This is an optimization exercise on Yosys and OpenROAD, whose aim is small area, not a production implementation.
The RTL was checked by simulation tests, not by an equivalence proof against the original design.
Power is estimated from default activity; no workload was simulated.

## moving_average_deviation_detector_unit
module moving_average_deviation_detector_unit (
  input  logic                               clk_i,
  input  logic                               rst_ni,
  input  logic                               cfg_we_i,
  input  logic [madd_pkg::CfgIdxW-1:0]       cfg_idx_i,
  input  logic [madd_pkg::CfgDataW-1:0]      cfg_wdata_i,
  input  logic                               s_axis_tvalid,
  output logic                               s_axis_tready,
  input  logic [madd_pkg::SmpW-1:0]          s_axis_tdata,   
  output logic                               m_axis_tvalid,
  input  logic                               m_axis_tready,
  output logic [madd_pkg::OutTdataW-1:0]     m_axis_tdata    
);
  localparam int WinLen = madd_pkg::WinLen;
  localparam int SumW   = madd_pkg::SumW;
  localparam int SmpW   = madd_pkg::SmpW;
  localparam int HoldW  = madd_pkg::HoldW;
  logic [madd_pkg::ThrW-1:0] thr_q;
  logic [HoldW-1:0]          hold_len_q;
  always_ff @(posedge clk_i or negedge rst_ni) begin
    if (!rst_ni) begin
      thr_q      <= madd_pkg::ThrRst;
      hold_len_q <= madd_pkg::HoldRst;
    end else if (cfg_we_i) begin
      if (cfg_idx_i == madd_pkg::CfgHoldoff) begin
        hold_len_q <= cfg_wdata_i[HoldW-1:0];
      end else begin
        thr_q <= cfg_wdata_i[madd_pkg::ThrW-1:0];
      end
    end
  end
  logic ovld_q;
  logic accept;
  assign s_axis_tready = !ovld_q || m_axis_tready;
  assign accept        = s_axis_tvalid && s_axis_tready;
  logic [SmpW-1:0] win [WinLen];
  assign win[0] = s_axis_tdata;
  for (genvar k = 0; k < WinLen - 1; k++) begin : g_cell
    madd_cell u_cell (
      .clk_i (clk_i),
      .en_i  (accept),
      .d_i   (win[k]),
      .q_o   (win[k+1])
    );
  end
  logic            fill_q;
  logic [SumW-1:0] sum_q, sum_d;
  logic [SmpW-1:0] smp_in, smp_out;
  assign smp_in  = accept ? s_axis_tdata : '0;
  assign smp_out = (accept && fill_q) ? win[WinLen-1] : '0;
  madd_upd u_upd (
    .sum_i (sum_q),
    .add_i (smp_in),
    .sub_i (smp_out),
    .sum_o (sum_d)
  );
  always_ff @(posedge clk_i or negedge rst_ni) begin
    if (!rst_ni) begin
      sum_q <= '0;
  ...
==> flow/config.mk <==
export PLATFORM = sky130hd
export DESIGN_NAME = moving_average_deviation_detector_unit
export DESIGN_NICKNAME = moving_average_deviation_detector_unit
export VERILOG_FILES = /design/flow/design.v
export SDC_FILE = /design/flow/constraint.sdc
export NUM_CORES = 4
export LEC_CHECK = 0
export CAP_MARGIN = 20
export CORE_MARGIN = 2
export CORE_UTILIZATION = 60
export CTS_BUF_LIST = sky130_fd_sc_hd__clkbuf_8
export CTS_CLUSTER_SIZE = 30
export GPL_TIMING_DRIVEN = 0
export SLEW_MARGIN = 20
==> flow/constraint.sdc <==
create_clock -name core_clock -period 4.5 [get_ports {clk_i}]
set_input_delay 0.9000 -clock core_clock [delete_from_list [all_inputs] [get_ports {clk_i}]]
set_output_delay 0.9000 -clock core_clock [all_outputs]
set_load 0.01 [all_outputs]
standard.sh (not shown) runs the stock make flow with config.mk's settings and CLKGATE_MAP_FILE= SYNTH_SCRIPT=/design/flow/synth_recipe.tcl, a recipe that flattens the netlist after the stock synthesis.
==> flow/flow/run.sh <==
#!/bin/bash
# Own layout flow: the standard flow (standard.sh) with the standard
# synthesis unchanged, and these changes to the later steps:
#  - every port gets a buf_1 as its port buffer;
#  - clock tree synthesis uses clkbuf_8, clusters of up to 16 registers within
#    80 um, and inserts no dummy loads.
# Each step's full output goes to a log file of its own in this folder.
set -euo pipefail
bash standard.sh synth > synth.log 2>&1
export BUFFER_PORTS_ARGS="-buffer_cell sky130_fd_sc_hd__buf_1"
export CTS_ARGS="-sink_clustering_enable -repair_clock_nets -dont_use_dummy_load -buf_list sky130_fd_sc_hd__clkbuf_8 -sink_clustering_size 16 -sink_clustering_max_diameter 80"
bash standard.sh floorplan > floorplan.log 2>&1
bash standard.sh place > place.log 2>&1
bash standard.sh cts > cts.log 2>&1
bash standard.sh route > route.log 2>&1
bash standard.sh finish > finish.log 2>&1
The starting point completed with no timing, DRC or antenna violations.
Then changed:
--- a/flow/flow/run.sh
+++ b/flow/flow/run.sh
@@ -11 +11 @@
-export CTS_ARGS="-sink_clustering_enable -repair_clock_nets -dont_use_dummy_load -buf_list sky130_fd_sc_hd__clkbuf_8 -sink_clustering_size 16 -sink_clustering_max_diameter 80"
+export CTS_ARGS="-sink_clustering_enable -repair_clock_nets -dont_use_dummy_load -buf_list sky130_fd_sc_hd__clkbuf_8 -sink_clustering_size 18 -sink_clustering_max_diameter 90"
Effect: Cell area stays flat; fmax decreases by 0.57%; die area does not change.
Then changed:
--- a/flow/flow/run.sh
+++ b/flow/flow/run.sh
@@ -11 +11 @@
-export CTS_ARGS="-sink_clustering_enable -repair_clock_nets -dont_use_dummy_load -buf_list sky130_fd_sc_hd__clkbuf_8 -sink_clustering_size 18 -sink_clustering_max_diameter 90"
+export CTS_ARGS="-sink_clustering_enable -repair_clock_nets -dont_use_dummy_load -buf_list sky130_fd_sc_hd__clkbuf_8 -sink_clustering_size 16 -sink_clustering_max_diameter 80"
@@ -14 +14 @@
-bash standard.sh cts > cts.log 2>&1
+SKIP_GATE_CLONING=1 bash standard.sh cts > cts.log 2>&1
Outcome: The new run completed with no timing, DRC or antenna violations. Die area is unchanged. Synthesized area stays the same. Power rose by 0.68%. Non-clock buffer count is unchanged. Cell area is about the same.

==> afterwards: timing with drivers on the ports <==
No port has a modelled driver above. Below, the same layouts with a new extraction and two added sets of constraints. Step 1 (the two cells are an assumption about what drives the block):
set clk [get_ports {clk_i}]
set_driving_cell -lib_cell sky130_fd_sc_hd__clkbuf_16 $clk
set_driving_cell -lib_cell sky130_fd_sc_hd__buf_2 [delete_from_list [all_inputs] $clk]
Step 2 moves the port delays by t, midway between the first and last clock arrival at a register: inputs arrive t later, outputs are due t later. That takes back most of the time a late clock gives input paths. Three values: ideal ports, drivers, drivers and shift; two values: the first two.
run	t, ns	setup WS [ns]	hold WS [ns]	worst slew at a driven data input, ns
the first run	0.566	0.278 / 0.299 / -0.267	0.306 / 0.288 / 0.397	0.07
the second run	0.549	0.254 / 0.276 / -0.274	0.311 / 0.292 / 0.372	0.07
the third run	0.566	0.277 / 0.298 / -0.268	0.306 / 0.287 / 0.399	0.07
With both steps, setup timing fails in every run listed, where it was met with ideal ports.
